Context: an optimization exercise on an open-source flow, tuned for small area, a short achievable clock period and few clock cycles per item. The choices shown serve that exercise and are no tape-out recipe.

Design averaged_current_sense, start of the top module:
module averaged_current_sense (
  input  wire logic                            clk,
  input  wire logic                            rst,
  input  wire logic                            s_valid,
  output logic                                 s_ready,
  input  wire logic [acs_pkg::CH_W-1:0]        s_channel,
  input  wire logic                            s_kind,
  input  wire logic [acs_pkg::SAMPLE_BITS-1:0] s_sample,
  output logic                                 r_valid,
  input  wire logic                            r_ready,
  output logic [acs_pkg::CH_W-1:0]             r_channel,
  output logic                                 r_kind,
  output logic [acs_pkg::SAMPLE_BITS-1:0]      r_average,
  output logic [acs_pkg::MA_W-1:0]             r_current_ma,
  input  wire logic                            cfg_we,
  input  wire logic [acs_pkg::CFG_IDX_W-1:0]   cfg_index,
  input  wire logic [acs_pkg::CFG_W-1:0]       cfg_data
);
  logic [acs_pkg::CNT_W-1:0]  meas_lim;    
  logic [acs_pkg::CNT_W-1:0]  cal_lim;     
  logic [acs_pkg::DB_W-1:0]   deadband;
  logic [acs_pkg::GAIN_W-1:0] gain;
  always_ff @(posedge clk) begin
    if (rst) begin
      meas_lim <= acs_pkg::CNT_W'(64 - 1);
      cal_lim  <= acs_pkg::CNT_W'(200 - 1);
      deadband <= acs_pkg::DB_W'(149);
      gain     <= acs_pkg::GAIN_W'(5158);
  ...
Size in the first run: about 2600 cells after synthesis, ~75 I/O pins, ~0.029 mm² of cells after synthesis.
clock: 8.5 ns
lec_check: 0
abc_clock_period_in_ps: 3500
cap_margin: 20
core_margin: 2
core_utilization: 40
setup_slack_margin: 4.7
slew_margin: 20
run.sh (not shown) runs the stock make flow with config.mk's settings and CLKGATE_MAP_FILE= SYNTH_SCRIPT=/design/flow/synth_recipe.tcl, a recipe that flattens the netlist after the stock synthesis.
The baseline finished clean.
Change:
==> flow/flow/run.sh (new file) <==
#!/bin/bash
# The standard layout, with buf_2 port buffers and resizing not held to a cell's footprint.
bash standard.sh MATCH_CELL_FOOTPRINT=0 "BUFFER_PORTS_ARGS=-buffer_cell sky130_fd_sc_hd__buf_2" finish > standard.log 2>&1
==> flow/standard.sh (new file) <==
#!/bin/bash
# synth_recipe.tcl (not shown) runs the flow's synth.tcl, then flattens the netlist and writes it again
# the make line also repeats each setting of config.mk as NAME=value (left out here)
make -C /OpenROAD-flow-scripts/flow DESIGN_CONFIG=/design/flow/config.mk WORK_HOME=/design/flow/orfs CLKGATE_MAP_FILE= SYNTH_SCRIPT=/design/flow/synth_recipe.tcl "${@:-finish}"
removed: flow/run.sh
After rerunning: Final cell count rose slightly; design area decreases slightly; utilization is lower by 0.23 points; fmax drops slightly; setup slack degrades by 0.040 ns; synthesized cell count does not change.
No run of this note included a check of the RTL's function; only the layout flow was run.

Setup of the reference run:
averaged_current_sense, a different RTL version from the one above (not shown whole).
Size: ~430 flip-flops, about 75 I/O pins, roughly 0.022 mm² of cells after synthesis.
clock: 8.5 ns
lec_check: 0
abc_clock_period_in_ps: 3500
cap_margin: 20
core_margin: 2
core_utilization: 40
cts_buf_list: sky130_fd_sc_hd__clkbuf_4 sky130_fd_sc_hd__clkbuf_8
setup_slack_margin: 4.7
slew_margin: 20
Stock flow here: none of the scripts above is used.
diff inputs: the reference run => the trial run
- CTS_BUF_LIST removed (was sky130_fd_sc_hd__clkbuf_4 sky130_fd_sc_hd__clkbuf_8)
Notes after the runs:
The trial run completed every stage of the flow, and the final layout passed the timing, DRC and antenna checks.
[compare] base=the reference run new=the trial run: worst hold-check slack was more or less identical; cell area grew by 2.8%; number of buffers on the longest clock path shows no meaningful change.
Function was not checked in any run of this note: the RTL went through the layout flow alone.

== 06-09 ==
Another version of the RTL of averaged_current_sense (not shown whole).
Size: about 1,800 cells after synthesis, ~75 I/O pins.
Design averaged_current_sense, start of the top module:
module averaged_current_sense (
  input  wire logic                            clk,
  input  wire logic                            rst,
  input  wire logic                            s_valid,
  output logic                                 s_ready,
  input  wire logic [acs_pkg::CH_W-1:0]        s_channel,
  input  wire logic                            s_kind,
  input  wire logic [acs_pkg::SAMPLE_BITS-1:0] s_sample,
  output logic                                 r_valid,
  input  wire logic                            r_ready,
  output logic [acs_pkg::CH_W-1:0]             r_channel,
  output logic                                 r_kind,
  output logic [acs_pkg::SAMPLE_BITS-1:0]      r_average,
  output logic [acs_pkg::MA_W-1:0]             r_current_ma,
  input  wire logic                            cfg_we,
  input  wire logic [acs_pkg::CFG_IDX_W-1:0]   cfg_index,
  input  wire logic [acs_pkg::CFG_W-1:0]       cfg_data
);
Settings: LEC_CHECK=0, ABC_CLOCK_PERIOD_IN_PS=3500, CAP_MARGIN=20, CORE_MARGIN=2, CORE_UTILIZATION=40, CTS_BUF_LIST=sky130_fd_sc_hd__clkbuf_4 sky130_fd_sc_hd__clkbuf_8, SETUP_SLACK_MARGIN=4.7, SLEW_MARGIN=20; clock period 8.5 ns.
06-09 did not stop at any stage, and its layout met the timing, DRC and antenna checks.
## Diff of input files: 06-12 against 06-09
Settings: CTS_BUF_LIST no longer set, was sky130_fd_sc_hd__clkbuf_4 sky130_fd_sc_hd__clkbuf_8.
==> flow/flow/run.sh (new file) <==
#!/bin/bash
# The standard layout, with buf_2 port buffers and resizing not held to a cell's footprint.
bash standard.sh MATCH_CELL_FOOTPRINT=0 "BUFFER_PORTS_ARGS=-buffer_cell sky130_fd_sc_hd__buf_2" finish > standard.log 2>&1
==> flow/standard.sh (new file) <==
#!/bin/bash
# synth_recipe.tcl (not shown) runs the flow's synth.tcl, then flattens the netlist and writes it again
# the make line also repeats each setting of config.mk as NAME=value (left out here)
make -C /OpenROAD-flow-scripts/flow DESIGN_CONFIG=/design/flow/config.mk WORK_HOME=/design/flow/orfs CLKGATE_MAP_FILE= SYNTH_SCRIPT=/design/flow/synth_recipe.tcl "${@:-finish}"
removed: flow/run.sh
## What came out
Comparing 06-12 with 06-09, the sequential share of layout area came out essentially unchanged. Diff 06-12 and 06-09: share of the final layout cell area in multi-input gates higher in 06-12. Re worst setup slack: 06-12 is 0.0063 ns down on 06-09. Diff 06-12 and 06-09: total routing resource utilization after global routing higher in 06-09. Summary: with 06-09 as the reference, overall via count from detail_route in 06-12 moved up slightly. Fmax: 06-12 vs 06-09, no meaningful difference.
No run of this note included a check of the RTL's function; only the layout flow was run.

[what the ideal ports hide]
Ports are ideal in the flow. The routed layouts listed here were re-timed in OpenROAD.
Step 1 (the two cells are an assumption about what drives the block):
set clk [get_ports {clk}]
set_driving_cell -lib_cell sky130_fd_sc_hd__clkbuf_16 $clk
set_driving_cell -lib_cell sky130_fd_sc_hd__buf_2 [delete_from_list [all_inputs] $clk]
Step 2 adds t to the input delays and takes it off the output delays; t is the mean of the earliest and latest rising clock arrival at the registers after step 1. Input paths then give back, and output paths get back, about the clock's delay inside the block.
Slacks: no drivers / after step 1 / after step 2; pairs: no drivers / after step 1.
| run | t (ns) | setup WS [ns] | clock arrival spread, ns | worst register clock-pin slew, ns |
|---|---|---|---|---|
| the first run of note 1 | 0.667 | 3.682 / 3.682 / 3.682 | 0.028 / 0.028 | 0.07 / 0.07 |
| the second run of note 1 | 0.669 | 3.642 / 3.642 / 3.642 | 0.035 / 0.035 | 0.06 / 0.06 |
| the reference run | 0.704 | 4.179 / 4.179 / 4.141 | 0.027 / 0.026 | 0.07 / 0.07 |
| the trial run | 0.642 | 4.189 / 4.189 / 4.163 | 0.016 / 0.016 | 0.06 / 0.06 |
| 06-09 | 0.670 | 4.472 / 4.472 / 3.944 | 0.040 / 0.040 | 0.07 / 0.07 |
| 06-12 | 0.621 | 4.465 / 4.465 / 4.215 | 0.026 / 0.027 | 0.06 / 0.06 |
After both steps setup and hold are still met in every run listed. The setup slack of 06-09, which loses most, moves by 0.000 ns with the drivers and by -0.528 ns with both steps.
